This is an optimization exercise on Yosys and OpenROAD, whose aim is small area and a short achievable clock period, not a production implementation. Function was checked by simulation only, so behaviour that the tests miss may differ from the original. Power is estimated from default activity; no workload was simulated.

[design/flow/flow/run.sh]
#!/bin/bash
# The standard layout, with each port buffered by the smallest buffer
# cell (sky130_fd_sc_hd__buf_1) instead of the one buffer_ports picks.
# Everything else, synthesis included, is standard.sh unchanged.
set -euo pipefail
export BUFFER_PORTS_ARGS="-buffer_cell sky130_fd_sc_hd__buf_1"
bash standard.sh synth > synth.log 2>&1
bash standard.sh > layout.log 2>&1
[design/flow/standard.sh]
#!/bin/bash
# synth_recipe.tcl (not shown) runs the flow's synth.tcl, then flattens the netlist and writes it again
# the make line also repeats each setting of config.mk as NAME=value (left out here)
make -C /OpenROAD-flow-scripts/flow DESIGN_CONFIG=/design/flow/config.mk WORK_HOME=/design/flow/orfs CLKGATE_MAP_FILE= SYNTH_SCRIPT=/design/flow/synth_recipe.tcl "${@:-finish}"
[design/flow/config.mk]
export PLATFORM = sky130hd
export DESIGN_NAME = lambda_layer_top
export DESIGN_NICKNAME = lambda_layer_top
export VERILOG_FILES = /design/flow/design.v
export SDC_FILE = /design/flow/constraint.sdc
export NUM_CORES = 4
export LEC_CHECK = 0
export ABC_AREA = 1
export ABC_CLOCK_PERIOD_IN_PS = 3600
export CAP_MARGIN = 20
export CORE_MARGIN = 2
export CORE_UTILIZATION = 75
export CTS_BUF_LIST = sky130_fd_sc_hd__clkbuf_8
export CTS_CLUSTER_DIAMETER = 74
export CTS_CLUSTER_SIZE = 15
export PLACE_DENSITY = 0.82
export SETUP_SLACK_MARGIN = 4.38
export SLEW_MARGIN = 20
[design/flow/constraint.sdc]
create_clock -name core_clock -period 8.0 [get_ports {clk}]
set_input_delay 1.6000 -clock core_clock [delete_from_list [all_inputs] [get_ports {clk}]]
set_output_delay 1.6000 -clock core_clock [all_outputs]
set_load 0.01 [all_outputs]
[design/flow/design.v]
`default_nettype none
package lambda_pkg;
    localparam int FRAC_BITS = 8;
    localparam int AXIL_ADDR_W = 4;
    localparam logic [AXIL_ADDR_W-1:0] REG_CTRL  = 4'h0;   
    localparam logic [AXIL_ADDR_W-1:0] REG_SEED  = 4'h4;   
    localparam logic [AXIL_ADDR_W-1:0] REG_COUNT = 4'h8;   
    localparam logic [15:0] LFSR_TAPS = 16'hB400;   
    localparam logic [1:0] OKAY   = 2'b00;
    localparam logic [1:0] SLVERR = 2'b10;
endpackage
`default_nettype wire
`timescale 1ns/1ps
`default_nettype none
module lambda_ctrl_regs #(
    parameter logic [15:0] RESET_SEED = 16'hACE1
) (
    input  wire                               clk,
    input  wire                               reset,
    input  wire [lambda_pkg::AXIL_ADDR_W-1:0] s_axil_awaddr,
    input  wire                               s_axil_awvalid,
    output logic                              s_axil_awready,
    input  wire [31:0]                        s_axil_wdata,
    input  wire [3:0]                         s_axil_wstrb,
    input  wire                               s_axil_wvalid,
    output logic                              s_axil_wready,
    output logic [1:0]                        s_axil_bresp,
    output logic                              s_axil_bvalid,
    input  wire                               s_axil_bready,
    input  wire [lambda_pkg::AXIL_ADDR_W-1:0] s_axil_araddr,
    input  wire                               s_axil_arvalid,
    output logic                              s_axil_arready,
    output logic [31:0]                       s_axil_rdata,
    output logic [1:0]                        s_axil_rresp,
    output logic                              s_axil_rvalid,
    input  wire                               s_axil_rready,
    input  wire                               out_valid,
    output logic                              noise_en,
    output logic [15:0]                       seed_value,
    output logic                              seed_load
);
    localparam logic [lambda_pkg::AXIL_ADDR_W-1:0] REG_CTRL  = lambda_pkg::REG_CTRL;
    localparam logic [lambda_pkg::AXIL_ADDR_W-1:0] REG_SEED  = lambda_pkg::REG_SEED;
    localparam logic [lambda_pkg::AXIL_ADDR_W-1:0] REG_COUNT = lambda_pkg::REG_COUNT;
    logic        idle;
    logic        wr_req;
    logic        rd_req;
    logic        bad_q;
    logic [15:0] seed_q;
    logic [31:0] count_q;
    logic [31:0] rd_word;
    logic        bvalid_d;
    logic        rvalid_d;
    logic [31:0] count_inc;
    assign count_inc[0] = ~count_q[0];
    for (genvar i = 1; i < 32; i++) begin : g_inc
        assign count_inc[i] = count_q[i] ^ (&count_q[i-1:0]);
    end
    assign bvalid_d = wr_req || (s_axil_bvalid && !s_axil_bready);
    assign rvalid_d = rd_req || (s_axil_rvalid && !s_axil_rready);
    assign wr_req = idle && s_axil_awvalid && s_axil_wvalid;
    assign rd_req = idle && s_axil_arvalid && !(s_axil_awvalid && s_axil_wvalid);
    assign s_axil_awready = idle;
    assign s_axil_wready  = idle;
    assign s_axil_arready = idle && !(s_axil_awvalid && s_axil_wvalid);
    assign s_axil_bresp   = {bad_q, 1'b0};      
    assign s_axil_rresp   = lambda_pkg::OKAY;   
    assign seed_value = (seed_q == 16'h0) ? RESET_SEED : seed_q;   
    always_comb begin
        case (s_axil_araddr)
            REG_CTRL:  rd_word = {31'b0, noise_en};
            REG_SEED:  rd_word = {16'b0, seed_q};
            REG_COUNT: rd_word = count_q;
            default:   rd_word = '0;
        endcase
    end
    always_ff @(posedge clk) begin
        if (reset) begin
            s_axil_bvalid <= 1'b0;
            s_axil_rvalid <= 1'b0;
            idle          <= 1'b1;
            noise_en      <= 1'b0;
            seed_q        <= RESET_SEED;
            seed_load     <= 1'b0;
            count_q       <= '0;
        end else begin
            seed_load <= wr_req && (s_axil_awaddr == REG_SEED);
            if (out_valid) begin
                count_q <= count_inc;
            end
            s_axil_bvalid <= bvalid_d;
            s_axil_rvalid <= rvalid_d;
            idle          <= !bvalid_d && !rvalid_d;
            if (wr_req) begin
                if (s_axil_awaddr == REG_CTRL && s_axil_wstrb[0]) begin
                    noise_en <= s_axil_wdata[0];
                end
                if (s_axil_awaddr == REG_SEED) begin
                    if (s_axil_wstrb[0]) seed_q[7:0]  <= s_axil_wdata[7:0];
                    if (s_axil_wstrb[1]) seed_q[15:8] <= s_axil_wdata[15:8];
                end
            end
        end
    end
    always_ff @(posedge clk) begin
        if (wr_req) begin
            bad_q <= !((s_axil_awaddr == REG_CTRL) || (s_axil_awaddr == REG_SEED));
        end
        if (rd_req) begin
            s_axil_rdata <= rd_word;
        end
    end
endmodule
`default_nettype wire
`timescale 1ns/1ps
`default_nettype none
module gauss_lfsr #(
    parameter logic [15:0] RESET_SEED = 16'hACE1
) (
    input  wire        clk,
    input  wire        reset,
    input  wire        step,
    input  wire        seed_load,
    input  wire [15:0] seed_value,
    output logic [15:0] eps_raw
);
    localparam logic [15:0] LFSR_TAPS = lambda_pkg::LFSR_TAPS;
    logic [15:0] state_next;
    assign state_next = {1'b0, eps_raw[15:1]} ^ (eps_raw[0] ? LFSR_TAPS : 16'h0);
    always_ff @(posedge clk) begin
        if (reset) begin
            eps_raw <= RESET_SEED;
        end else if (seed_load) begin      
            eps_raw <= seed_value;
        end else if (step) begin
            eps_raw <= state_next;
        end
    end
endmodule
`default_nettype wire
`timescale 1ns/1ps
`default_nettype none
module softplus_pre (
    input  wire [15:0]  x,
    output logic [14:0] p,      
    output logic [6:0]  bm,     
    output logic        neg,    
    output logic        ci      
);
    logic       below, above, lin, u;
    logic [2:0] idx;
    logic [1:0] j;
    logic [7:0] f;
    logic [9:0] c;
    logic [10:0] d;
    assign below = x[15] & ~(&x[14:10]);
    assign above = ~x[15] & (|x[14:10]);
    assign lin   = ~below & ~above;
    assign idx   = {~x[10], x[9:8]};    
    assign u     = idx[2];
    assign j     = u ? ~idx[1:0] : idx[1:0];
    assign f     = x[7:0];
    logic [9:0]  f3, f97;
    logic [10:0] f5;
    logic [6:0] bh;
    assign f3  = {1'b0, f, 1'b0} + {2'd0, f};
    assign f5  = {1'b0, f, 2'b0} + {3'd0, f};
    assign f97 = {1'b0, f, 1'b0} + {2'd0, f} + {7'd0, f[7:5]};
    always_comb begin
        case (j)
            2'd0:    bh = {4'd0, f[7:5]};
            2'd1:    bh = {2'd0, f5[10:6]};
            2'd2:    bh = {1'b0, f3[9:4]};
            default: bh = f97[9:3];
        endcase
    end
    logic bz;
    always_comb begin
        case (j)
            2'd0:    bz = (f[4:0] == 5'd0);
            2'd1:    bz = (f[5:0] == 6'd0);
            2'd2:    bz = (f[3:0] == 4'd0);
            default: bz = (f == 8'd0);
        endcase
    end
    always_comb begin
        case (idx)
            3'd0:    c = 10'd4;
            3'd1:    c = 10'd13;
            3'd2:    c = 10'd32;
            3'd3:    c = 10'd80;
            3'd4:    c = 10'd177;
            3'd5:    c = 10'd336;
            3'd6:    c = 10'd545;
            default: c = 10'd780;
        endcase
    end
    assign d   = {1'b0, c} + (u ? {3'd0, f} : 11'd0);
    assign p   = above ? x[14:0] : (lin ? {4'd0, d} : 15'd0);
    assign bm  = lin ? bh : 7'd0;
    assign neg = lin & u;
    assign ci  = lin & u & bz;
endmodule
module softplus_post (
    input  wire [14:0]  p,
    input  wire [6:0]   bm,
    input  wire         neg,
    input  wire         ci,
    output logic [10:0] sp_lo
);
    assign sp_lo = p[10:0] + (neg ? {4'hF, ~bm} : {4'h0, bm}) + {10'd0, ci};
endmodule
`default_nettype wire
`timescale 1ns/1ps
`default_nettype none
module sqrt_step #(
    parameter int K = 0
) (
    input  wire [13:0]  r_in,     
    input  wire [11:0]  qn_in,    
    input  wire [1:0]   pair,     
    output logic [13:0] r_out,    
    output logic [11:0] qn_out    
);
    localparam int W = K + 3;
    logic [W-1:0] t;
    logic [W:0]   ntrial;         
    logic [W:0]   d;              
    logic         lt;
    assign t      = {r_in[K:0], pair};
    if (K == 0) begin : g_first
        assign ntrial = 4'b1110;
    end else begin : g_rest
        assign ntrial = {2'b11, qn_in[K-1:0], 2'b10};
    end
    assign d      = {1'b0, t} + ntrial + (W+1)'(1);
    assign lt     = d[W];
    assign r_out  = 14'(lt ? t[K+1:0] : d[K+1:0]);
    assign qn_out = 12'({qn_in, lt});
endmodule
`default_nettype wire
`timescale 1ns/1ps
`default_nettype none
module reparam_core (
    input  wire        clk,
    input  wire        reset,
    input  wire        in_valid,
    input  wire [15:0] in_mean,
    input  wire [15:0] in_var,
    input  wire [15:0] eps_raw,
    input  wire        noise_en,
    output logic       step,         
    output logic       out_valid,
    output logic [15:0] out_lambda
);
    localparam int EPS_SHIFT = 5;    
    logic [6:1] vq;
    always_ff @(posedge clk) begin
        if (reset) begin
            vq        <= '0;
            out_valid <= 1'b0;
        end else begin
            vq        <= {vq[5:1], in_valid};
            out_valid <= vq[6];
        end
    end
    assign step = vq[1];
    logic [14:0] p0;
    logic [6:0]  bm0;
    logic        neg0, ci0;
    softplus_pre i_sp_pre (.x(in_var), .p(p0), .bm(bm0), .neg(neg0), .ci(ci0));
    logic [14:0] p1;
    logic [6:0]  bm1;
    logic        neg1, ci1;
    logic [15:0] m1;
    always_ff @(posedge clk) begin
        p1   <= p0;
        bm1  <= bm0;
        neg1 <= neg0;
        ci1  <= ci0;
        m1   <= in_mean;
    end
    logic [10:0] sp_lo;
    logic [14:0] sp1;
    softplus_post i_sp_post (.p(p1), .bm(bm1), .neg(neg1), .ci(ci1), .sp_lo(sp_lo));
    assign sp1 = {p1[14:11], sp_lo};
    logic [23:0] rad1;
    assign rad1 = {1'b0, sp1, 8'd0};
    logic [13:0] r_c1 [0:4];
    logic [11:0] q_c1 [0:4];
    assign r_c1[0] = '0;
    assign q_c1[0] = '0;
    for (genvar k = 0; k < 4; k++) begin : g_c1
        sqrt_step #(.K(k)) i_st (.r_in(r_c1[k]), .qn_in(q_c1[k]), .pair(rad1[23-2*k -: 2]),
                                 .r_out(r_c1[k+1]), .qn_out(q_c1[k+1]));
    end
    logic [4:0]  r2;
    logic [3:0]  q2;
    logic [7:0]  sp2;
    logic [15:0] m2;
    always_ff @(posedge clk) begin
        r2  <= r_c1[4][4:0];
        q2  <= q_c1[4][3:0];
        sp2 <= sp1[7:0];
        m2  <= m1;
    end
    logic [13:0] r_c2 [4:6];
    logic [11:0] q_c2 [4:6];
    assign r_c2[4] = 14'(r2);
    assign q_c2[4] = 12'(q2);
    for (genvar k = 4; k < 6; k++) begin : g_c2
        sqrt_step #(.K(k)) i_st (.r_in(r_c2[k]), .qn_in(q_c2[k]), .pair(sp2[15-2*k -: 2]),
                                 .r_out(r_c2[k+1]), .qn_out(q_c2[k+1]));
    end
    logic [6:0]         r3;
    logic [5:0]         q3;
    logic [3:0]         sp3;
    logic [15:0]        m3;
    logic signed [10:0] e3;
    always_ff @(posedge clk) begin
        r3  <= r_c2[6][6:0];
        q3  <= q_c2[6][5:0];
        sp3 <= sp2[3:0];
        m3  <= m2;
        e3  <= noise_en ? eps_raw[15:EPS_SHIFT] : 11'd0;
    end
    logic [13:0] r_c3 [6:8];
    logic [11:0] q_c3 [6:8];
    assign r_c3[6] = 14'(r3);
    assign q_c3[6] = 12'(q3);
    for (genvar k = 6; k < 8; k++) begin : g_c3
        sqrt_step #(.K(k)) i_st (.r_in(r_c3[k]), .qn_in(q_c3[k]), .pair(sp3[15-2*k -: 2]),
                                 .r_out(r_c3[k+1]), .qn_out(q_c3[k+1]));
    end
    logic [8:0]         r4;
    logic [7:0]         q4;
    logic [15:0]        m4;
    logic signed [10:0] e4;
    always_ff @(posedge clk) begin
        r4 <= r_c3[8][8:0];
        q4 <= q_c3[8][7:0];
        m4 <= m3;
        e4 <= e3;
    end
    logic [13:0] r_c4 [8:10];
    logic [11:0] q_c4 [8:10];
    assign r_c4[8] = 14'(r4);
    assign q_c4[8] = 12'(q4);
    for (genvar k = 8; k < 10; k++) begin : g_c4
        sqrt_step #(.K(k)) i_st (.r_in(r_c4[k]), .qn_in(q_c4[k]), .pair(2'b00),
                                 .r_out(r_c4[k+1]), .qn_out(q_c4[k+1]));
    end
    logic [10:0]        r5;
    logic [9:0]         q5;
    logic [15:0]        m5;
    logic signed [10:0] e5;
    always_ff @(posedge clk) begin
        r5 <= r_c4[10][10:0];
        q5 <= q_c4[10][9:0];
        m5 <= m4;
        e5 <= e4;
    end
    logic [13:0] r_c5 [10:12];
    logic [11:0] q_c5 [10:12];
    assign r_c5[10] = 14'(r5);
    assign q_c5[10] = 12'(q5);
    for (genvar k = 10; k < 12; k++) begin : g_c5
        sqrt_step #(.K(k)) i_st (.r_in(r_c5[k]), .qn_in(q_c5[k]), .pair(2'b00),
                                 .r_out(r_c5[k+1]), .qn_out(q_c5[k+1]));
    end
    logic [24:0] ca5, cb5;
    mac_hi i_mac_hi (.q(~q5), .e(e5), .m(m5), .ca(ca5), .cb(cb5));
    logic [1:0]         s6;
    logic [24:0]        ca6, cb6;
    logic signed [10:0] e6;
    always_ff @(posedge clk) begin
        s6  <= ~q_c5[12][1:0];
        ca6 <= ca5;
        cb6 <= cb5;
        e6  <= e5;
    end
    logic [24:0] acc6;
    logic [16:0] sum;
    mac_lo i_mac_lo (.ca(ca6), .cb(cb6), .s(s6), .e(e6), .t(acc6));
    assign sum = acc6[24:8];
    logic [16:0] sum_q;
    always_ff @(posedge clk) begin
        sum_q <= sum;
    end
    assign out_lambda = (sum_q[16] != sum_q[15]) ? {sum_q[16], {15{~sum_q[16]}}} : sum_q[15:0];
endmodule
`default_nettype none
module mac_hi (
    input  wire [9:0]   q,      
    input  wire [10:0]  e,      
    input  wire [15:0]  m,      
    output logic [24:0] ca,
    output logic [24:0] cb
);
    wire h1 = (q[0] & e[8]) ^ (q[1] & e[7]) ^ (q[2] & e[6]);
    wire h2 = ((q[0] & e[8]) & (q[1] & e[7])) | ((q[0] & e[8]) & (q[2] & e[6])) | ((q[1] & e[7]) & (q[2] & e[6]));
    wire h3 = (q[0] & e[9]) ^ (q[1] & e[8]) ^ (q[2] & e[7]);
    wire h4 = ((q[0] & e[9]) & (q[1] & e[8])) | ((q[0] & e[9]) & (q[2] & e[7])) | ((q[1] & e[8]) & (q[2] & e[7]));
    wire h5 = (q[3] & e[6]) ^ (q[4] & e[5]);
    wire h6 = (q[3] & e[6]) & (q[4] & e[5]);
    wire h7 = ~(q[0] & e[10]) ^ (q[1] & e[9]) ^ (q[2] & e[8]);
    wire h8 = (~(q[0] & e[10]) & (q[1] & e[9])) | (~(q[0] & e[10]) & (q[2] & e[8])) | ((q[1] & e[9]) & (q[2] & e[8]));
    wire h9 = (q[3] & e[7]) ^ (q[4] & e[6]) ^ (q[5] & e[5]);
    wire h10 = ((q[3] & e[7]) & (q[4] & e[6])) | ((q[3] & e[7]) & (q[5] & e[5])) | ((q[4] & e[6]) & (q[5] & e[5]));
    wire h11 = ~(q[1] & e[10]) ^ (q[2] & e[9]) ^ (q[3] & e[8]);
    wire h12 = (~(q[1] & e[10]) & (q[2] & e[9])) | (~(q[1] & e[10]) & (q[3] & e[8])) | ((q[2] & e[9]) & (q[3] & e[8]));
    wire h13 = (q[4] & e[7]) ^ (q[5] & e[6]);
    wire h14 = (q[4] & e[7]) & (q[5] & e[6]);
    wire h15 = ~(q[2] & e[10]) ^ (q[3] & e[9]) ^ (q[4] & e[8]);
    wire h16 = (~(q[2] & e[10]) & (q[3] & e[9])) | (~(q[2] & e[10]) & (q[4] & e[8])) | ((q[3] & e[9]) & (q[4] & e[8]));
    wire h17 = (q[0] & e[6]) ^ (q[1] & e[5]) ^ (q[2] & e[4]);
    wire h18 = ((q[0] & e[6]) & (q[1] & e[5])) | ((q[0] & e[6]) & (q[2] & e[4])) | ((q[1] & e[5]) & (q[2] & e[4]));
    wire h19 = (q[0] & e[7]) ^ (q[1] & e[6]) ^ (q[2] & e[5]);
    wire h20 = ((q[0] & e[7]) & (q[1] & e[6])) | ((q[0] & e[7]) & (q[2] & e[5])) | ((q[1] & e[6]) & (q[2] & e[5]));
    wire h21 = (q[3] & e[4]) ^ (q[4] & e[3]) ^ (q[5] & e[2]);
    wire h22 = ((q[3] & e[4]) & (q[4] & e[3])) | ((q[3] & e[4]) & (q[5] & e[2])) | ((q[4] & e[3]) & (q[5] & e[2]));
    wire h23 = (q[3] & e[5]) ^ (q[4] & e[4]) ^ (q[5] & e[3]);
    wire h24 = ((q[3] & e[5]) & (q[4] & e[4])) | ((q[3] & e[5]) & (q[5] & e[3])) | ((q[4] & e[4]) & (q[5] & e[3]));
    wire h25 = (q[6] & e[2]) ^ (q[7] & e[1]) ^ (q[8] & e[0]);
    wire h26 = ((q[6] & e[2]) & (q[7] & e[1])) | ((q[6] & e[2]) & (q[8] & e[0])) | ((q[7] & e[1]) & (q[8] & e[0]));
    wire h27 = m[2] ^ 1'b1;
    wire h28 = m[2] & 1'b1;
    wire h29 = (q[5] & e[4]) ^ (q[6] & e[3]) ^ (q[7] & e[2]);
    wire h30 = ((q[5] & e[4]) & (q[6] & e[3])) | ((q[5] & e[4]) & (q[7] & e[2])) | ((q[6] & e[3]) & (q[7] & e[2]));
    wire h31 = (q[8] & e[1]) ^ (q[9] & e[0]) ^ m[3];
    wire h32 = ((q[8] & e[1]) & (q[9] & e[0])) | ((q[8] & e[1]) & m[3]) | ((q[9] & e[0]) & m[3]);
    wire h33 = h3 ^ h5 ^ h2;
    wire h34 = (h3 & h5) | (h3 & h2) | (h5 & h2);
    wire h35 = (q[6] & e[4]) ^ (q[7] & e[3]) ^ (q[8] & e[2]);
    wire h36 = ((q[6] & e[4]) & (q[7] & e[3])) | ((q[6] & e[4]) & (q[8] & e[2])) | ((q[7] & e[3]) & (q[8] & e[2]));
    wire h37 = (q[9] & e[1]) ^ m[4] ^ h7;
    wire h38 = ((q[9] & e[1]) & m[4]) | ((q[9] & e[1]) & h7) | (m[4] & h7);
    wire h39 = h9 ^ h4 ^ h6;
    wire h40 = (h9 & h4) | (h9 & h6) | (h4 & h6);
    wire h41 = (q[6] & e[5]) ^ (q[7] & e[4]) ^ (q[8] & e[3]);
    wire h42 = ((q[6] & e[5]) & (q[7] & e[4])) | ((q[6] & e[5]) & (q[8] & e[3])) | ((q[7] & e[4]) & (q[8] & e[3]));
    wire h43 = (q[9] & e[2]) ^ m[5] ^ h11;
    wire h44 = ((q[9] & e[2]) & m[5]) | ((q[9] & e[2]) & h11) | (m[5] & h11);
    wire h45 = h13 ^ h8 ^ h10;
    wire h46 = (h13 & h8) | (h13 & h10) | (h8 & h10);
    wire h47 = (q[5] & e[7]) ^ (q[6] & e[6]) ^ (q[7] & e[5]);
    wire h48 = ((q[5] & e[7]) & (q[6] & e[6])) | ((q[5] & e[7]) & (q[7] & e[5])) | ((q[6] & e[6]) & (q[7] & e[5]));
    wire h49 = (q[8] & e[4]) ^ (q[9] & e[3]) ^ m[6];
    wire h50 = ((q[8] & e[4]) & (q[9] & e[3])) | ((q[8] & e[4]) & m[6]) | ((q[9] & e[3]) & m[6]);
    wire h51 = h15 ^ h12 ^ h14;
    wire h52 = (h15 & h12) | (h15 & h14) | (h12 & h14);
    wire h53 = ~(q[3] & e[10]) ^ (q[4] & e[9]) ^ (q[5] & e[8]);
    wire h54 = (~(q[3] & e[10]) & (q[4] & e[9])) | (~(q[3] & e[10]) & (q[5] & e[8])) | ((q[4] & e[9]) & (q[5] & e[8]));
    wire h55 = (q[6] & e[7]) ^ (q[7] & e[6]) ^ (q[8] & e[5]);
    wire h56 = ((q[6] & e[7]) & (q[7] & e[6])) | ((q[6] & e[7]) & (q[8] & e[5])) | ((q[7] & e[6]) & (q[8] & e[5]));
    wire h57 = (q[9] & e[4]) ^ m[7] ^ h16;
    wire h58 = ((q[9] & e[4]) & m[7]) | ((q[9] & e[4]) & h16) | (m[7] & h16);
    wire h59 = ~(q[4] & e[10]) ^ (q[5] & e[9]) ^ (q[6] & e[8]);
    wire h60 = (~(q[4] & e[10]) & (q[5] & e[9])) | (~(q[4] & e[10]) & (q[6] & e[8])) | ((q[5] & e[9]) & (q[6] & e[8]));
    wire h61 = (q[7] & e[7]) ^ (q[8] & e[6]) ^ (q[9] & e[5]);
    wire h62 = ((q[7] & e[7]) & (q[8] & e[6])) | ((q[7] & e[7]) & (q[9] & e[5])) | ((q[8] & e[6]) & (q[9] & e[5]));
    wire h63 = ~(q[5] & e[10]) ^ (q[6] & e[9]) ^ (q[7] & e[8]);
    wire h64 = (~(q[5] & e[10]) & (q[6] & e[9])) | (~(q[5] & e[10]) & (q[7] & e[8])) | ((q[6] & e[9]) & (q[7] & e[8]));
    wire h65 = (q[0] & e[4]) ^ (q[1] & e[3]);
    wire h66 = (q[0] & e[4]) & (q[1] & e[3]);
    wire h67 = (q[0] & e[5]) ^ (q[1] & e[4]) ^ (q[2] & e[3]);
    wire h68 = ((q[0] & e[5]) & (q[1] & e[4])) | ((q[0] & e[5]) & (q[2] & e[3])) | ((q[1] & e[4]) & (q[2] & e[3]));
    wire h69 = (q[3] & e[2]) ^ (q[4] & e[1]);
    wire h70 = (q[3] & e[2]) & (q[4] & e[1]);
    wire h71 = (q[3] & e[3]) ^ (q[4] & e[2]) ^ (q[5] & e[1]);
    wire h72 = ((q[3] & e[3]) & (q[4] & e[2])) | ((q[3] & e[3]) & (q[5] & e[1])) | ((q[4] & e[2]) & (q[5] & e[1]));
    wire h73 = (q[6] & e[0]) ^ m[0] ^ h17;
    wire h74 = ((q[6] & e[0]) & m[0]) | ((q[6] & e[0]) & h17) | (m[0] & h17);
    wire h75 = (q[6] & e[1]) ^ (q[7] & e[0]) ^ m[1];
    wire h76 = ((q[6] & e[1]) & (q[7] & e[0])) | ((q[6] & e[1]) & m[1]) | ((q[7] & e[0]) & m[1]);
    wire h77 = h19 ^ h21 ^ h18;
    wire h78 = (h19 & h21) | (h19 & h18) | (h21 & h18);
    wire h79 = h1 ^ h23 ^ h25;
    wire h80 = (h1 & h23) | (h1 & h25) | (h23 & h25);
    wire h81 = h27 ^ h20 ^ h22;
    wire h82 = (h27 & h20) | (h27 & h22) | (h20 & h22);
    wire h83 = h29 ^ h31 ^ h33;
    wire h84 = (h29 & h31) | (h29 & h33) | (h31 & h33);
    wire h85 = h24 ^ h26 ^ h28;
    wire h86 = (h24 & h26) | (h24 & h28) | (h26 & h28);
    wire h87 = h35 ^ h37 ^ h39;
    wire h88 = (h35 & h37) | (h35 & h39) | (h37 & h39);
    wire h89 = h30 ^ h32 ^ h34;
    wire h90 = (h30 & h32) | (h30 & h34) | (h32 & h34);
    wire h91 = h41 ^ h43 ^ h45;
    wire h92 = (h41 & h43) | (h41 & h45) | (h43 & h45);
    wire h93 = h36 ^ h38 ^ h40;
    wire h94 = (h36 & h38) | (h36 & h40) | (h38 & h40);
    wire h95 = h47 ^ h49 ^ h51;
    wire h96 = (h47 & h49) | (h47 & h51) | (h49 & h51);
    wire h97 = h42 ^ h44 ^ h46;
    wire h98 = (h42 & h44) | (h42 & h46) | (h44 & h46);
    wire h99 = h53 ^ h55 ^ h57;
    wire h100 = (h53 & h55) | (h53 & h57) | (h55 & h57);
    wire h101 = h48 ^ h50 ^ h52;
    wire h102 = (h48 & h50) | (h48 & h52) | (h50 & h52);
    wire h103 = m[8] ^ h59 ^ h61;
    wire h104 = (m[8] & h59) | (m[8] & h61) | (h59 & h61);
    wire h105 = h54 ^ h56 ^ h58;
    wire h106 = (h54 & h56) | (h54 & h58) | (h56 & h58);
    wire h107 = (q[8] & e[7]) ^ (q[9] & e[6]) ^ m[9];
    wire h108 = ((q[8] & e[7]) & (q[9] & e[6])) | ((q[8] & e[7]) & m[9]) | ((q[9] & e[6]) & m[9]);
    wire h109 = h63 ^ h60 ^ h62;
    wire h110 = (h63 & h60) | (h63 & h62) | (h60 & h62);
    wire h111 = ~(q[6] & e[10]) ^ (q[7] & e[9]) ^ (q[8] & e[8]);
    wire h112 = (~(q[6] & e[10]) & (q[7] & e[9])) | (~(q[6] & e[10]) & (q[8] & e[8])) | ((q[7] & e[9]) & (q[8] & e[8]));
    wire h113 = (q[9] & e[7]) ^ m[10] ^ h64;
    wire h114 = ((q[9] & e[7]) & m[10]) | ((q[9] & e[7]) & h64) | (m[10] & h64);
    wire h115 = ~(q[7] & e[10]) ^ (q[8] & e[9]) ^ (q[9] & e[8]);
    wire h116 = (~(q[7] & e[10]) & (q[8] & e[9])) | (~(q[7] & e[10]) & (q[9] & e[8])) | ((q[8] & e[9]) & (q[9] & e[8]));
    wire h117 = (q[0] & e[3]) ^ (q[1] & e[2]);
    wire h118 = (q[0] & e[3]) & (q[1] & e[2]);
    wire h119 = (q[2] & e[2]) ^ (q[3] & e[1]) ^ (q[4] & e[0]);
    wire h120 = ((q[2] & e[2]) & (q[3] & e[1])) | ((q[2] & e[2]) & (q[4] & e[0])) | ((q[3] & e[1]) & (q[4] & e[0]));
    wire h121 = (q[5] & e[0]) ^ h67 ^ h69;
    wire h122 = ((q[5] & e[0]) & h67) | ((q[5] & e[0]) & h69) | (h67 & h69);
    wire h123 = h71 ^ h73 ^ h68;
    wire h124 = (h71 & h73) | (h71 & h68) | (h73 & h68);
    wire h125 = h75 ^ h77 ^ h72;
    wire h126 = (h75 & h77) | (h75 & h72) | (h77 & h72);
    wire h127 = h79 ^ h81 ^ h76;
    wire h128 = (h79 & h81) | (h79 & h76) | (h81 & h76);
    wire h129 = h83 ^ h85 ^ h80;
    wire h130 = (h83 & h85) | (h83 & h80) | (h85 & h80);
    wire h131 = h87 ^ h89 ^ h84;
    wire h132 = (h87 & h89) | (h87 & h84) | (h89 & h84);
    wire h133 = h91 ^ h93 ^ h88;
    wire h134 = (h91 & h93) | (h91 & h88) | (h93 & h88);
    wire h135 = h95 ^ h97 ^ h92;
    wire h136 = (h95 & h97) | (h95 & h92) | (h97 & h92);
    wire h137 = h99 ^ h101 ^ h96;
    wire h138 = (h99 & h101) | (h99 & h96) | (h101 & h96);
    wire h139 = h103 ^ h105 ^ h100;
    wire h140 = (h103 & h105) | (h103 & h100) | (h105 & h100);
    wire h141 = h107 ^ h109 ^ h104;
    wire h142 = (h107 & h109) | (h107 & h104) | (h109 & h104);
    wire h143 = h111 ^ h113 ^ h108;
    wire h144 = (h111 & h113) | (h111 & h108) | (h113 & h108);
    wire h145 = m[11] ^ h115 ^ h112;
    wire h146 = (m[11] & h115) | (m[11] & h112) | (h115 & h112);
    wire h147 = ~(q[8] & e[10]) ^ (q[9] & e[9]) ^ m[12];
    wire h148 = (~(q[8] & e[10]) & (q[9] & e[9])) | (~(q[8] & e[10]) & m[12]) | ((q[9] & e[9]) & m[12]);
    wire h149 = (q[0] & e[2]) ^ (q[1] & e[1]);
    wire h150 = (q[0] & e[2]) & (q[1] & e[1]);
    wire h151 = (q[2] & e[1]) ^ (q[3] & e[0]) ^ h117;
    wire h152 = ((q[2] & e[1]) & (q[3] & e[0])) | ((q[2] & e[1]) & h117) | ((q[3] & e[0]) & h117);
    wire h153 = h65 ^ h119 ^ h118;
    wire h154 = (h65 & h119) | (h65 & h118) | (h119 & h118);
    wire h155 = h66 ^ h121 ^ h120;
    wire h156 = (h66 & h121) | (h66 & h120) | (h121 & h120);
    wire h157 = h70 ^ h123 ^ h122;
    wire h158 = (h70 & h123) | (h70 & h122) | (h123 & h122);
    wire h159 = h74 ^ h125 ^ h124;
    wire h160 = (h74 & h125) | (h74 & h124) | (h125 & h124);
    wire h161 = h78 ^ h127 ^ h126;
    wire h162 = (h78 & h127) | (h78 & h126) | (h127 & h126);
    wire h163 = h82 ^ h129 ^ h128;
    wire h164 = (h82 & h129) | (h82 & h128) | (h129 & h128);
    wire h165 = h86 ^ h131 ^ h130;
    wire h166 = (h86 & h131) | (h86 & h130) | (h131 & h130);
    wire h167 = h90 ^ h133 ^ h132;
    wire h168 = (h90 & h133) | (h90 & h132) | (h133 & h132);
    wire h169 = h94 ^ h135 ^ h134;
    wire h170 = (h94 & h135) | (h94 & h134) | (h135 & h134);
    wire h171 = h98 ^ h137 ^ h136;
    wire h172 = (h98 & h137) | (h98 & h136) | (h137 & h136);
    wire h173 = h102 ^ h139 ^ h138;
    wire h174 = (h102 & h139) | (h102 & h138) | (h139 & h138);
    wire h175 = h106 ^ h141 ^ h140;
    wire h176 = (h106 & h141) | (h106 & h140) | (h141 & h140);
    wire h177 = h110 ^ h143 ^ h142;
    wire h178 = (h110 & h143) | (h110 & h142) | (h143 & h142);
    wire h179 = h114 ^ h145 ^ h144;
    wire h180 = (h114 & h145) | (h114 & h144) | (h145 & h144);
    wire h181 = h116 ^ h147 ^ h146;
    wire h182 = (h116 & h147) | (h116 & h146) | (h147 & h146);
    wire h183 = ~(q[9] & e[10]) ^ m[13] ^ h148;
    wire h184 = (~(q[9] & e[10]) & m[13]) | (~(q[9] & e[10]) & h148) | (m[13] & h148);
    wire h185 = m[14] ^ 1'b1;
    wire h186 = m[14] & 1'b1;
    assign ca = {1'b1, ~m[15], h185, h183, h181, h179, h177, h175, h173, h171, h169, h167, h165, h163, h161, h159, h157, h155, h153, h151, (q[2] & e[0]), (q[0] & e[1]), (q[0] & e[0]), 1'b0, 1'b0};
    assign cb = {1'b0, h186, h184, h182, h180, h178, h176, h174, h172, h170, h168, h166, h164, h162, h160, h158, h156, h154, h152, h150, h149, (q[1] & e[0]), 1'b0, 1'b0, 1'b0};
endmodule
module mac_lo (
    input  wire [24:0]  ca,
    input  wire [24:0]  cb,
    input  wire [1:0]   s,      
    input  wire [10:0]  e,      
    output logic [24:0] t       
);
    wire l1 = ca[1] ^ cb[1];
    wire l2 = ca[1] & cb[1];
    wire l3 = ca[2] ^ cb[2] ^ (s[0] & e[2]);
    wire l4 = (ca[2] & cb[2]) | (ca[2] & (s[0] & e[2])) | (cb[2] & (s[0] & e[2]));
    wire l5 = ca[3] ^ cb[3] ^ (s[0] & e[3]);
    wire l6 = (ca[3] & cb[3]) | (ca[3] & (s[0] & e[3])) | (cb[3] & (s[0] & e[3]));
    wire l7 = ca[4] ^ cb[4] ^ (s[0] & e[4]);
    wire l8 = (ca[4] & cb[4]) | (ca[4] & (s[0] & e[4])) | (cb[4] & (s[0] & e[4]));
    wire l9 = ca[5] ^ cb[5] ^ (s[0] & e[5]);
    wire l10 = (ca[5] & cb[5]) | (ca[5] & (s[0] & e[5])) | (cb[5] & (s[0] & e[5]));
    wire l11 = ca[6] ^ cb[6] ^ (s[0] & e[6]);
    wire l12 = (ca[6] & cb[6]) | (ca[6] & (s[0] & e[6])) | (cb[6] & (s[0] & e[6]));
    wire l13 = ca[7] ^ cb[7] ^ (s[0] & e[7]);
    wire l14 = (ca[7] & cb[7]) | (ca[7] & (s[0] & e[7])) | (cb[7] & (s[0] & e[7]));
    wire l15 = ca[8] ^ cb[8] ^ (s[0] & e[8]);
    wire l16 = (ca[8] & cb[8]) | (ca[8] & (s[0] & e[8])) | (cb[8] & (s[0] & e[8]));
    wire l17 = ca[9] ^ cb[9] ^ (s[0] & e[9]);
    wire l18 = (ca[9] & cb[9]) | (ca[9] & (s[0] & e[9])) | (cb[9] & (s[0] & e[9]));
    wire l19 = ca[10] ^ cb[10] ^ ~(s[0] & e[10]);
    wire l20 = (ca[10] & cb[10]) | (ca[10] & ~(s[0] & e[10])) | (cb[10] & ~(s[0] & e[10]));
    wire l21 = ca[11] ^ cb[11];
    wire l22 = ca[11] & cb[11];
    wire l23 = ca[0] ^ cb[0];
    wire l24 = ca[0] & cb[0];
    wire l25 = (s[0] & e[1]) ^ (s[1] & e[0]) ^ l1;
    wire l26 = ((s[0] & e[1]) & (s[1] & e[0])) | ((s[0] & e[1]) & l1) | ((s[1] & e[0]) & l1);
    wire l27 = (s[1] & e[1]) ^ l3 ^ l2;
    wire l28 = ((s[1] & e[1]) & l3) | ((s[1] & e[1]) & l2) | (l3 & l2);
    wire l29 = (s[1] & e[2]) ^ l5 ^ l4;
    wire l30 = ((s[1] & e[2]) & l5) | ((s[1] & e[2]) & l4) | (l5 & l4);
    wire l31 = (s[1] & e[3]) ^ l7 ^ l6;
    wire l32 = ((s[1] & e[3]) & l7) | ((s[1] & e[3]) & l6) | (l7 & l6);
    wire l33 = (s[1] & e[4]) ^ l9 ^ l8;
    wire l34 = ((s[1] & e[4]) & l9) | ((s[1] & e[4]) & l8) | (l9 & l8);
    wire l35 = (s[1] & e[5]) ^ l11 ^ l10;
    wire l36 = ((s[1] & e[5]) & l11) | ((s[1] & e[5]) & l10) | (l11 & l10);
    wire l37 = (s[1] & e[6]) ^ l13 ^ l12;
    wire l38 = ((s[1] & e[6]) & l13) | ((s[1] & e[6]) & l12) | (l13 & l12);
    wire l39 = (s[1] & e[7]) ^ l15 ^ l14;
    wire l40 = ((s[1] & e[7]) & l15) | ((s[1] & e[7]) & l14) | (l15 & l14);
    wire l41 = (s[1] & e[8]) ^ l17 ^ l16;
    wire l42 = ((s[1] & e[8]) & l17) | ((s[1] & e[8]) & l16) | (l17 & l16);
    wire l43 = (s[1] & e[9]) ^ l19 ^ l18;
    wire l44 = ((s[1] & e[9]) & l19) | ((s[1] & e[9]) & l18) | (l19 & l18);
    wire l45 = ~(s[1] & e[10]) ^ l21 ^ l20;
    wire l46 = (~(s[1] & e[10]) & l21) | (~(s[1] & e[10]) & l20) | (l21 & l20);
    wire l47 = ca[12] ^ cb[12] ^ l22;
    wire l48 = (ca[12] & cb[12]) | (ca[12] & l22) | (cb[12] & l22);
    wire l49 = ca[13] ^ cb[13];
    wire l50 = ca[13] & cb[13];
    wire l51 = ca[14] ^ cb[14];
    wire l52 = ca[14] & cb[14];
    wire l53 = ca[15] ^ cb[15];
    wire l54 = ca[15] & cb[15];
    wire l55 = ca[16] ^ cb[16];
    wire l56 = ca[16] & cb[16];
    wire l57 = ca[17] ^ cb[17];
    wire l58 = ca[17] & cb[17];
    wire l59 = ca[18] ^ cb[18];
    wire l60 = ca[18] & cb[18];
    wire l61 = ca[19] ^ cb[19];
    wire l62 = ca[19] & cb[19];
    wire l63 = ca[20] ^ cb[20];
    wire l64 = ca[20] & cb[20];
    wire l65 = ca[21] ^ cb[21];
    wire l66 = ca[21] & cb[21];
    wire l67 = ca[22] ^ cb[22];
    wire l68 = ca[22] & cb[22];
    wire l69 = ca[23] ^ cb[23];
    wire l70 = ca[23] & cb[23];
    wire l71 = ca[24] ^ cb[24];
    wire l72 = ca[24] & cb[24];
    wire [24:0] ra = {l71, l69, l67, l65, l63, l61, l59, l57, l55, l53, l51, l49, l47, l45, l43, l41, l39, l37, l35, l33, l31, l29, l27, l25, (s[0] & e[0])};
    wire [24:0] rb = {l70, l68, l66, l64, l62, l60, l58, l56, l54, l52, l50, l48, l46, l44, l42, l40, l38, l36, l34, l32, l30, l28, l26, l24, l23};
    assign t = ra + rb;
endmodule
`default_nettype wire
`timescale 1ns/1ps
`default_nettype none
module lambda_layer_top #(
    parameter logic [15:0] RESET_SEED = 16'hACE1
) (
    input  wire                               clk,
    input  wire                               reset,
    input  wire [lambda_pkg::AXIL_ADDR_W-1:0] s_axil_awaddr,
    input  wire                               s_axil_awvalid,
    output logic                              s_axil_awready,
    input  wire [31:0]                        s_axil_wdata,
    input  wire [3:0]                         s_axil_wstrb,
    input  wire                               s_axil_wvalid,
    output logic                              s_axil_wready,
    output logic [1:0]                        s_axil_bresp,
    output logic                              s_axil_bvalid,
    input  wire                               s_axil_bready,
    input  wire [lambda_pkg::AXIL_ADDR_W-1:0] s_axil_araddr,
    input  wire                               s_axil_arvalid,
    output logic                              s_axil_arready,
    output logic [31:0]                       s_axil_rdata,
    output logic [1:0]                        s_axil_rresp,
    output logic                              s_axil_rvalid,
    input  wire                               s_axil_rready,
    input  wire                               in_valid,
    input  wire [15:0]                        in_mean,
    input  wire [15:0]                        in_var,
    output logic                              out_valid,
    output logic [15:0]                       out_lambda
);
    logic        noise_en;
    logic [15:0] seed_value;
    logic        seed_load;
    logic [15:0] eps_raw;
    logic        step;
    lambda_ctrl_regs #(.RESET_SEED(RESET_SEED)) i_ctrl_regs (
        .clk(clk), .reset(reset),
        .s_axil_awaddr(s_axil_awaddr), .s_axil_awvalid(s_axil_awvalid),
        .s_axil_awready(s_axil_awready),
        .s_axil_wdata(s_axil_wdata), .s_axil_wstrb(s_axil_wstrb),
        .s_axil_wvalid(s_axil_wvalid), .s_axil_wready(s_axil_wready),
        .s_axil_bresp(s_axil_bresp), .s_axil_bvalid(s_axil_bvalid),
        .s_axil_bready(s_axil_bready),
        .s_axil_araddr(s_axil_araddr), .s_axil_arvalid(s_axil_arvalid),
        .s_axil_arready(s_axil_arready),
        .s_axil_rdata(s_axil_rdata), .s_axil_rresp(s_axil_rresp),
        .s_axil_rvalid(s_axil_rvalid), .s_axil_rready(s_axil_rready),
        .out_valid(out_valid), .noise_en(noise_en),
        .seed_value(seed_value), .seed_load(seed_load)
    );
    gauss_lfsr #(.RESET_SEED(RESET_SEED)) i_lfsr (
        .clk(clk), .reset(reset), .step(step),   
        .seed_load(seed_load), .seed_value(seed_value), .eps_raw(eps_raw)
    );
    reparam_core i_core (
        .clk(clk), .reset(reset), .in_valid(in_valid), .in_mean(in_mean), .in_var(in_var),
        .eps_raw(eps_raw), .noise_en(noise_en), .step(step),
        .out_valid(out_valid), .out_lambda(out_lambda)
    );
endmodule
`default_nettype wire
==> results of run 1 <==
-- timing repair --
item	4_1_cts	5_1_grt
buffers inserted	0	4
endpoints found under the hold margin	0	0
setup endpoints to repair	26	20
pin swaps	1	2
gates resized for setup	12	23
-- kinds of logic (layout without fill, tap and decap cells) --
group	after synthesis	count (layout)	share of synthesized area
flops	390	390	0.401
buf+inv	441	567	0.0836
fa+ha+maj	263	263	0.203
mux	2	2	0.000987
simple gates	866	866	0.182
other cells	1	3	0.000185
xor+xnor	75	75	0.0327
compound gates	347	347	0.0971
-- through the flow --
step	util	hold slack (ps)	power [mW]	cell area, um^2
floorplan	-	310	4.69	20300
global placement	0.785	310	5.16	21000
detailed placement	0.786	312	5.29	21000
CTS	0.806	315	6.25	21500
global route	0.809	311	6.80	21600
finish	0.809	302	6.28	21600
-- final timing paths --
| kind | from | end | slack (ps) |
|---|---|---|---|
| min | i_core.e3[8] | i_core.e4[8] | 300 |
| max reg2reg | i_core.e5[8] | i_core.ca6[14] | 4450 |
| min reg2reg | i_core.e3[8] | i_core.e4[8] | 300 |
| max | s_axil_wvalid | s_axil_arready | 4410 |
-- per-layer routing --
metal	vias up	GRT usage	share of wire
li1	7841	-	-
met2	544	0.562	0.50
met5	-	0	0
met3	134	0.0383	0.053
met1	7499	0.382	0.41
met4	0	0.120	0.036
-- state kept, by name, summed over array words and instances, names as in the netlist, 17 cells and up --
signal	count
i_core.cb6	21
i_ctrl_regs.s_axil_rdata	32
i_core.ca6	22
i_ctrl_regs.count_q	32
i_core.sum_q	17
-- power breakdown --
group	internal [mW]	switching [mW]	total [mW]
clock network	0.348	0.614	0.962
registers	2.23	0.205	2.44
logic	1.13	1.75	2.88
-- synth_stat cells (28+ instances only) --
library cell,instances,area [um^2]
o21ai_0,96,480
nor2_1,218,818
ha_1,154,1930
clkbuf_1,30,113
fa_1,109,2180
nand3_1,106,531
nor3_1,30,150
nand2_1,433,1630
xor2_1,46,403
dfxtp_1,357,7150
edfxtp_1,33,991
a21oi_1,140,701
xnor2_1,28,245
inv_1,385,1450
-- final cells by class --
| type | count | area (um^2) | share of cell area |
|---|---|---|---|
| Clock buffer | 30 | 413 | 0.0191 |
| Inverter | 397 | 1490 | 0.0691 |
| Timing Repair Buffer | 128 | 534 | 0.0247 |
| Sequential cell | 390 | 8160 | 0.378 |
| Tap cell | 341 | 427 | 0.0197 |
| Clock inverter | 12 | 67.6 | 0.00313 |
| Multi-Input combinational cell | 1556 | 10500 | 0.487 |
-- worst max-delay path, stage by stage --
cell and delay, ps:
clkbuf_2 100, a21oi_2 140, buf_2 150
==> impl_results.md, run 1 <==
- Total vias in the final route: 16000
- Most common cell after layout, fill and taps aside: nand2_1
- Clock Sinks: 390
- Final cell count without fillers: 2854
- Clk slew on worst S/H paths: 80 ps
- DRT antenna net count: 0
- # rows: 60
- Initial antenna violation count: 0
- FFs w/ async S/R, synth: 0
- Vias in the first global route: 16100
- Core footprint: 26700 um^2
- Req. time, crit path: 6400 ps
- Dpl hpwl: 33400 um
- Final Hold Fails: 0
- Final worst path period share: 0.449
- Ports: 142
- Critical Path Start Type: input pin
- CP Capture Type: output pin
- Die H: 168 um
- Die area: 28400 um^2
- Pin count of the biggest net entering global routing: 33
- Layout cells sized above 1: 0.0493
- Layout area overhead: 6.54%
- R2R cell count: 10
- WL final: 43300 um
- Total CTS buffers: 30
- CP Max Fanout: 2
- Leakage: 10.3 nW
- Chip width: 168 um
- CTS tree: yes
- Setup WS pre-CTS: 3800 ps
- DR pass1 iterations: 5
- Synth Area per Inst: 8.51 um^2
- DRT iter0 DRCs: 1148
- Post-DR vias/cell: 5.61
- Top_reg_cell synth: dfxtp_1
- Worst-margin pin slew: 758 ps
- Placed Cells: 2808
- WS Path Type: input pin to output pin
- Initial Util: 0.759
- Fmax: 278 MHz
- Period minus WS final: 3590 ps
- Diodes inserted: 0
- Max H-tree Level: 1
- Hold_buf cts: 0
- Nets: 2850
- Distinct cells, synth: 62
- Number of synthesized flops with an enable pin: 33
- Worst min path class: flip-flop to flip-flop
- Final worst slack: 4410 ps
- Sequential share of the synthesized area: 0.401
- Endpoints failing setup: 0
- Total Neg Setup Slack: 0 ps
- Status: no timing/DRC/antenna violations
- RSZ-0062 raised after global routing: yes
- Port-buffer cells: 120
- Clock buffer depth: 3
- Clock Tree Root: clkbuf_8
- Worst IR Drop VDD: 0.203 mV
- Yosys warnings: 24
- Fillers: 1766
- Per-cell routed wire length: 15.2 um
- DRC Markers: 0
- Syn Inst Count: 2385
- Final Wtd Congestion: 0.971
- Final Skew: 52.9 ps
- Max cap viols: 0
- All-layer global routing usage: 0.311
- PwrDens: 291 nW/um^2
- Final Max Tran Viols: 0
- Clk Latency, worst-skew pair: 640 ps
- First-pass GRT wire length: 73000 um
- Data arrival, critical path: 1990 ps
- Mapped cell area: 20300 um^2
- Worst hold stages: 0
- Most frequent cells in the layout: nand2_1, inv_1, dfxtp_1, nor2_1, ha_1
- FF+latch count, synth: 390
- Worst slew margin: 0.494
- GRT overflow: 0
==> run 2, diff against run 1 <==
--- a/design/flow/config.mk
+++ b/design/flow/config.mk
@@ -16,3 +16,3 @@
 export PLACE_DENSITY = 0.82
-export SETUP_SLACK_MARGIN = 4.38
+export SETUP_SLACK_MARGIN = 4.42
 export SLEW_MARGIN = 20
==> impl_results.md, run 2 <==
- CP Max Fanout: 2
- Final worst slack: 4400 ps
- GRT overflow: 0
- Nets: 2859
- Sequential share of power: 0.387
- Data arrival, critical path: 2000 ps
- CP max-delay cell: a21oi_4
- Ports: 142
- Yosys top cell by area: dfxtp_1
- Initial antenna violation count: 0
- Worst path cell trace: buf_8 > a21oi_4 > buf_6
- Worst min path class: flip-flop to flip-flop
- Total vias in the final route: 16100
- Fillers: 1735
- Distinct cells, synth: 62
- Final cell count without fillers: 2863
- Clock buffer depth: 3
- Mapped cell area: 20300 um^2
- Die H: 168 um
- WS Path Type: input pin to output pin
- # rows: 60
- Per-cell routed wire length: 15.3 um
- Clk Latency, worst-skew pair: 640 ps
- Number of synthesized flops with an enable pin: 33
- M1 GR Usage: 0.382
- Placed Cells: 2808
- Core footprint: 26700 um^2
- Final Skew: 53.2 ps
- Endpoints failing setup: 0
- Sw Pwr: 2.58 mW
- Die area: 28400 um^2
- Final core utilization: 0.814
- Setup WS pre-CTS: 3800 ps
- Most common cell after layout, fill and taps aside: nand2_1
- Final Wtd Congestion: 0.971
- Port-buffer cells: 120
- GR peak layer: met2
- Worst-margin pin slew: 764 ps
- FF+latch count, synth: 390
- Clock Tree Root: clkbuf_8
- Total CTS buffers: 30
- Chip width: 168 um
- Comb power frac: 0.459
- Top_reg_cell synth: dfxtp_1
- Most frequent cells in the layout: nand2_1, inv_1, dfxtp_1, nor2_1, ha_1
- Sequential share of the synthesized area: 0.401
- Yosys top cell area share: 0.352
- Sw Share: 0.410
- Fmax: 278 MHz
- Yosys warnings: 24
- CP Capture Type: output pin
- Diodes inserted: 0
- Worst path max stage delay: 170 ps
- Synth Area per Inst: 8.51 um^2
- Pin count of the biggest net entering global routing: 33
- Worst IR Drop VDD: 0.202 mV
- Bufs and invs on worst path: 2
- All-layer global routing usage: 0.311
- Final Max Tran Viols: 0
- Internal power: 3.71 mW
- DRT iter0 DRCs: 1253
- Synth area leaders: dfxtp_1, fa_1, ha_1
- RSZ-0062 raised after global routing: yes
- Status: no timing/DRC/antenna violations
- Clock Sinks: 390
- Max H-tree Level: 1
- Period minus WS final: 3600 ps
- Largest regs: i_ctrl_regs.count_q (32), i_ctrl_regs.s_axil_rdata (32), i_core.ca6 (22)
- WL final: 43700 um
- FFs w/ async S/R, synth: 0
- Initial Util: 0.759
- Grt met3 use: 0.0379
- Syn Inst Count: 2385
- CTS tree: yes
- First-pass GRT wire length: 73000 um
- Total Neg Setup Slack: 0 ps
- Post-synth top cells: nand2_1, inv_1, dfxtp_1
- DR pass1 iterations: 5
- Final Hold Fails: 0
- PwrDens: 290 nW/um^2
- DRT antenna net count: 0
- Leakage: 10.4 nW
- Dpl hpwl: 33400 um
- Delay-heaviest family, CP: buffers and inverters
- Worst slew margin: 0.490
- Layout cells sized above 1: 0.0555
- DRC Markers: 0
- Clk slew on worst S/H paths: 80 ps
- Final worst path period share: 0.450
- Post-DR vias/cell: 5.61
- Top-count cell post-synth: nand2_1
- Layout area overhead: 7.16%
- Met2 usage: 0.564
- Critical Path Start Type: input pin
- Max cap viols: 0
- Req. time, crit path: 6400 ps
- Vias in the first global route: 16100
- Clock power frac: 0.153
## run 2: what timing repair did
item / 4_1_cts / 5_1_grt
setup buffers: 2 / 10
pin swaps: 1 / 2
cloned: 0 / 1
hold buffers: 0 / 0
endpoints found under the setup margin: 30 / 31
resized for setup: 17 / 37
## run 2: path summary, 6_finish.rpt
kind | startpoint | to | slack [ps] | depth (start not counted)
setup / recovery | s_axil_wvalid | s_axil_arready | 4400 | 3
hold / removal | i_core.e3[8] | i_core.e4[8] | 300 | 0
setup reg to reg | i_core.q5[4] | i_core.ca6[14] | 4470 | 9
hold reg to reg | i_core.e3[8] | i_core.e4[8] | 300 | 0
## run 2: final cells by class
class,instances,area [um^2],share of cell area
clock buffers,30,413,0.0190
clock inverters,12,67.6,0.00311
inverters,397,1500,0.0689
multi-input cells,1557,10600,0.485
flip-flops and latches,390,8160,0.375
well taps,341,427,0.0196
repair buffers,136,622,0.0286
## run 2: per-layer routing
metal,vias up,routed length [um]
met5,-,0
met4,0,1590
met3,137,2360
met2,562,22000
met1,7514,17800
li1,7862,-
## run 2: logic make-up after synthesis
group,Yosys count,synth area share
buffers and inverters,441,0.0836
other,1,0.000185
adder cells (fa/ha/maj),263,0.203
AND/OR/NAND/NOR,866,0.182
XOR/XNOR,75,0.0327
multiplexers,2,0.000987
flip-flops,390,0.401
AO/OA/AOI/OAI,347,0.0971
## run 2: power by group through the flow
| stage | combinational, mW | sequential, mW | clock (mW) |
|---|---|---|---|
| finish | 2.89 | 2.44 | 0.964 |
| global route | 3.30 | 2.46 | 1.05 |
| CTS | 2.84 | 2.43 | 0.984 |
| detailed placement | 2.82 | 2.47 | 0 |
| global placement | 2.70 | 2.46 | 0 |
| floorplan | 2.31 | 2.37 | 0 |
## run 2: metrics by stage
stage / area, um^2 / power, mW / hold WS, ps
final: 21700 / 6.30 / 301
after floorplan: 20300 / 4.69 / 310
after global routing: 21700 / 6.81 / 311
after CTS: 21600 / 6.26 / 315
after global placement: 21000 / 5.16 / 310
after detailed placement: 21000 / 5.29 / 312
## run 2: worst register-to-register path: stages, from the launching register on
cell     delay [ps]
dfxtp_2         440
or2_2           350
fa_1            480
inv_1            60
fa_1            540
inv_1            60
fa_1            460
fa_1            540
inv_1            50
fa_1            460
==> run 3, diff against run 2 <==
--- a/design/flow/config.mk
+++ b/design/flow/config.mk
@@ -18 +18,2 @@
 export SLEW_MARGIN = 20
+export TNS_END_PERCENT = 25
==> impl_results.md, run 3 <==
- Post-synth top cells: nand2_1, inv_1, dfxtp_1
- Leakage: 10.3 nW
- Vias in the first global route: 16100
- GRT overflow: 0
- Die area: 28400 um^2
- Port-buffer cells: 120
- Clk Latency, worst-skew pair: 630 ps
- CTS tree: yes
- DRT iter0 DRCs: 1165
- Yosys warnings: 24
- Pin count of the biggest net entering global routing: 33
- Final Wtd Congestion: 0.971
- WS Path Type: flip-flop to flip-flop
- Ports: 142
- Hold Slack: 299 ps
- Total Neg Setup Slack: 0 ps
- Worst slew margin: 0.494
- Per-cell routed wire length: 15.1 um
- Final Skew: 54.7 ps
- Data arrival, critical path: 4170 ps
- Distinct cells, synth: 62
- Total vias in the final route: 16000
- Fmax: 273 MHz
- Syn Inst Count: 2385
- Max cap viols: 0
- CP startpoint: i_core.e5[8]
- Critical Path Start Type: flip-flop
- Dpl hpwl: 33400 um
- PwrDens: 290 nW/um^2
- Status: no timing/DRC/antenna violations
- Clk slew on worst S/H paths: 100 ps
- Synth area leaders: dfxtp_1, fa_1, ha_1
- FFs w/ async S/R, synth: 0
- Synth Area per Inst: 8.51 um^2
- Sequential share of the synthesized area: 0.401
- Number of synthesized flops with an enable pin: 33
- FF+latch count, synth: 390
- Post-DR vias/cell: 5.61
- Clock Sinks: 390
- Final core utilization: 0.808
- Max H-tree Level: 1
- Top-count cell post-synth: nand2_1
- Met3 WL post-DR: 2360 um
- Initial antenna violation count: 0
- Most common cell after layout, fill and taps aside: nand2_1
- All-layer global routing usage: 0.311
- Worst-margin pin slew: 757 ps
- Endpoints failing setup: 0
- Chip width: 168 um
- Core footprint: 26700 um^2
- Final cell count without fillers: 2854
- Top_reg_cell synth: dfxtp_1
- Most frequent cells in the layout: nand2_1, inv_1, dfxtp_1, nor2_1, ha_1
- Diodes inserted: 0
- Period minus WS final: 3660 ps
- Layout area overhead: 6.41%
- Setup WS pre-CTS: 3800 ps
- Met2 routed WL: 21600 um
- Metal-1 WL: 17600 um
- Worst min path class: flip-flop to flip-flop
- First-pass GRT wire length: 73000 um
- CP Capture Type: flip-flop
- Highest metal used: met4
- # rows: 60
- Clock buffer depth: 3
- DRC Markers: 0
- Fillers: 1769
- RR Startpoint: i_core.e5[8]
- Yosys top cell area share: 0.352
- Placed Cells: 2808
- Total CTS buffers: 30
- Initial Util: 0.759
- Min-delay src: i_core.e3[8]
- Clock Tree Root: clkbuf_8
- Nets: 2850
- Req. time, crit path: 8510 ps
- Final worst path period share: 0.458
- Power consumption: 6.26 mW
- DR pass1 iterations: 8
- Final Hold Fails: 0
- Final Max Tran Viols: 0
- CP Max Fanout: 6
- Hold_buf cts: 0
- RSZ-0062 raised after global routing: yes
- Layout cells sized above 1: 0.0458
- Worst IR Drop VDD: 0.202 mV
- Largest regs: i_ctrl_regs.count_q (32), i_ctrl_regs.s_axil_rdata (32), i_core.ca6 (22)
- Final worst slack: 4340 ps
- Footprint of the multi-input gates: 10500 um^2
- DRT antenna net count: 0
- WL final: 43100 um
- Final Cell Area: 21600 um^2
- Mapped cell area: 20300 um^2
- Placed inst area: 21000 um^2
- Die H: 168 um
- Yosys top cell by area: dfxtp_1
- Register area: 8150 um^2
run 3: cell counts after synthesis:
Identical to the previous run, type by type.
run 3: cell families (layout without fill, tap and decap cells):
kind of cell,count (synthesis),after routing,synth area share
simple gates,866,866,0.182
compound gates,347,347,0.0971
xor+xnor,75,75,0.0327
buf+inv,441,567,0.0836
fa+ha+maj,263,263,0.203
flops,390,390,0.401
other cells,1,3,0.000185
mux,2,2,0.000987
run 3: where the power goes:
part | leakage [nW] | internal, mW | switching [mW] | total (mW)
Combinational | 6.73 | 1.12 | 1.75 | 2.86
Sequential | 3.28 | 2.23 | 0.204 | 2.44
Clock | 0.279 | 0.348 | 0.615 | 0.963
run 3: layout make-up:
| type | instances | area share |
|---|---|---|
| clock buffer | 30 | 0.0191 |
| clock inverter | 12 | 0.00313 |
| inverter | 397 | 0.0691 |
| multi-input combinational | 1556 | 0.487 |
| sequential | 390 | 0.378 |
| tap | 341 | 0.0198 |
| timing repair buffer | 128 | 0.0247 |
run 3: final timing paths:
kind	endpoint	slack, ps	depth (start not counted)
setup / recovery	i_core.ca6[14]	4340	10
setup reg to reg	i_core.ca6[14]	4340	10
hold reg to reg	i_core.e4[8]	300	0
hold / removal	i_core.e4[8]	300	0
run 3: layer usage:
layer	vias to the layer above	global-route usage
li1	7839	-
met1	7465	0.381
met2	559	0.562
met3	139	0.0383
met4	0	0.121
met5	-	0
run 3: timing repair:
action                     in CTS  in global routing
setup endpoints to repair      30                 40
gates cloned                    0                  0
buffers inserted                0                  4
pin swaps                       0                  2
resized for setup              10                 12
run 3: worst max-delay path, stage by stage (launching register included):
cell and delay [ps]:
dfxtp_2 440, inv_1 150, or2_2 310, fa_1 480
inv_1 50, fa_1 540, inv_1 60, fa_1 460
fa_1 540, inv_1 50, fa_1 460
==> run 4, diff against run 3 <==
--- a/design/flow/design.v
+++ b/design/flow/design.v
@@ -385,7 +385,9 @@
     assign sum = acc6[24:8];
-    logic [16:0] sum_q;
     always_ff @(posedge clk) begin
-        sum_q <= sum;
+        if (sum[16] != sum[15]) begin
+            out_lambda <= {sum[16], {15{~sum[16]}}};
+        end else begin
+            out_lambda <= sum[15:0];
+        end
     end
-    assign out_lambda = (sum_q[16] != sum_q[15]) ? {sum_q[16], {15{~sum_q[16]}}} : sum_q[15:0];
 endmodule
--- a/design/flow/config.mk
+++ b/design/flow/config.mk
@@ -18,2 +18 @@
 export SLEW_MARGIN = 20
-export TNS_END_PERCENT = 25
==> impl_results.md, run 4 <==
- Post-synth top cells: nand2_1, inv_1, dfxtp_1
- Simple-Gate Fraction of Synth Area: 0.187
- Clock Sinks: 389
- First-pass GRT wire length: 75000 um
- DR pass1 iterations: 6
- Worst slew margin: 0.527
- Synth area leaders: dfxtp_1, fa_1, ha_1
- Synth Area per Inst: 8.42 um^2
- Final Skew: 41.1 ps
- Req. time, crit path: 6400 ps
- Adder-cell share of the synthesized area: 0.200
- Fmax: 277 MHz
- DRT antenna net count: 0
- Total vias in the final route: 16500
- Data arrival, critical path: 2010 ps
- GRT overflow: 0
- Yosys top cell by area: dfxtp_1
- Total CTS buffers: 30
- Distinct cells, synth: 57
- Max cap viols: 0
- # rows: 60
- CP Max Fanout: 2
- Initial Util: 0.762
- Final Wtd Congestion: 0.920
- Worst IR Drop VDD: 0.212 mV
- Final Max Tran Viols: 0
- DRT iter0 DRCs: 1315
- PwrDens: 285 nW/um^2
- RSZ-0062 raised after global routing: yes
- Yosys warnings: 24
- Worst path cell trace: buf_6 > a21oi_2 > buf_2
- Per-cell routed wire length: 15.8 um
- Final worst slack: 4390 ps
- Mux share of post-synthesis cell area: 0
- Die area: 28600 um^2
- Layout area overhead: 7.64%
- Leakage: 10.6 nW
- Layout cells sized above 1: 0.0686
- Power consumption: 6.29 mW
- Bufs and invs on worst path: 2
- CP Capture Type: output pin
- Mapped cell area: 20500 um^2
- Period minus WS final: 3610 ps
- CTS tree: yes
- Worst path max stage delay: 160 ps
- Most common cell after layout, fill and taps aside: nand2_1
- Most frequent cells in the layout: nand2_1, inv_1, dfxtp_1, nor2_1, ha_1
- Total Neg Setup Slack: 0 ps
- Post-DR vias/cell: 5.63
- Nets: 2918
- All-layer global routing usage: 0.320
- CP max-delay cell: buf_2
- WL final: 46100 um
- Worst-margin pin slew: 708 ps
- Initial antenna violation count: 1
- Pin count of the biggest net entering global routing: 44
- Max H-tree Level: 1
- Number of synthesized flops with an enable pin: 33
- Clock buffer depth: 3
- Delay-heaviest family, CP: buffers and inverters
- DRC Markers: 0
- Clk slew on worst S/H paths: 80 ps
- Setup WS pre-CTS: 3640 ps
- Port-buffer cells: 120
- Core footprint: 26900 um^2
- XOR/XNOR Fraction of Synth Area: 0.0333
- Compound-Gate Fraction of Synth Area: 0.0957
- Largest regs: i_ctrl_regs.count_q (32), i_ctrl_regs.s_axil_rdata (32), i_core.ca6 (22)
- Top_reg_cell synth: dfxtp_1
- Vias in the first global route: 16400
- Final worst path period share: 0.451
- Sequential share of the synthesized area: 0.397
- Fillers: 1695
- Status: no timing/DRC/antenna violations
- Final Hold Fails: 0
- Worst min path class: flip-flop to flip-flop
- Ports: 142
- Clock Tree Root: clkbuf_8
- Dpl hpwl: 34200 um
- Syn Inst Count: 2432
- FF+latch count, synth: 389
- Critical Path Start Type: input pin
- WS Path Type: input pin to output pin
- Endpoints failing setup: 0
- Chip width: 169 um
- Die H: 169 um
- Top-count cell post-synth: nand2_1
- Clk Latency, worst-skew pair: 630 ps
- Largest family of logic cells by synthesized area: adder cells
- FFs w/ async S/R, synth: 0
- Yosys top cell area share: 0.348
==> run 4: final timing paths <==
kind	slack, ps	from	end	cells after the start
worst min register to register	300	i_core.e3[4]	i_core.e4[4]	0
worst max-delay path	4390	s_axil_wvalid	s_axil_arready	3
worst max register to register	4530	i_core.e5[8]	i_core.ca6[14]	10
worst min-delay path	300	i_core.e3[4]	i_core.e4[4]	0
==> run 4: stage by stage <==
step	util	cell area, um^2	hold WS (ps)	std cells
6_report	0.820	22000	299	2923
5_1_grt	0.820	22000	302	2923
4_1_cts	0.809	21700	296	2903
3_5_place_dp	0.787	21100	312	2852
3_3_place_gp	0.786	21100	310	2851
2_1_floorplan	-	20500	310	2434
==> run 4: cell type report <==
cell class              instances  area (um^2)  area share
diodes                          1         2.50    0.000114
clock buffers                  31          427      0.0194
clock inverters                10         60.1     0.00273
inverters                     412         1570      0.0712
multi-input cells            1589        10700       0.485
flip-flops and latches        389         8150       0.370
well taps                     341          427      0.0194
repair buffers                149          697      0.0316
repair inverters                1         7.51    0.000341
==> run 4: where the power goes <==
| group | leakage (nW) | switching, mW | internal (mW) |
|---|---|---|---|
| clock network | 0.276 | 0.613 | 0.357 |
| registers | 3.27 | 0.208 | 2.23 |
| logic | 7.10 | 1.77 | 1.11 |
==> run 4: timing repair <==
action / in CTS / in global routing
endpoints found under the setup margin: 34 / 51
buffers inserted: 10 / 17
hold buffers: 0 / 0
gates cloned: 0 / 2
pin swaps: 1 / 11
resized for setup: 16 / 65
==> run 4: kinds of logic after synthesis <==
group | after synthesis
flops | 389
simple gates | 903
xor+xnor | 77
buf+inv | 457
other cells | 1
fa+ha+maj | 262
compound gates | 343
==> run 4: layer usage <==
metal  track usage  share of wire  wire length, um  vias to the layer above
li1              -              -                -                     8014
met4         0.145          0.044             2010                        0
met2         0.570           0.50            22900                      637
met5             0              0                0                        -
met3        0.0368          0.059             2720                      180
met1         0.391           0.40            18500                     7636

## separate check: timing with driven ports
In the flow no input, the clock included, has a driving cell. The finished layouts below were timed again as built, in two steps. Step 1, drivers: a clkbuf_16 drives clk and a buf_2 each remaining input, both assumed. Step 2 also shifts input and output timing later by t, the mid clock arrival at the registers, as if the neighbouring blocks saw the same clock. a / b / c = no drivers / after step 1 / after step 2; a / b = the first two.
| run | shift t [ns] | setup WS [ns] | worst slew at a driven data input, ns |
|---|---|---|---|
| run 1 | 0.657 | 4.407 / 4.385 / 3.807 | 0.07 |
| run 2 | 0.658 | 4.397 / 4.358 / 3.999 | 0.07 |
| run 3 | 0.657 | 4.340 / 4.337 / 3.927 | 0.07 |
| run 4 | 0.665 | 4.392 / 4.360 / 4.026 | 0.08 |
After both steps setup and hold are still met in every run listed. For run 1, which loses most, drivers alone change the setup slack by -0.022 ns; drivers and shift together by -0.600 ns.
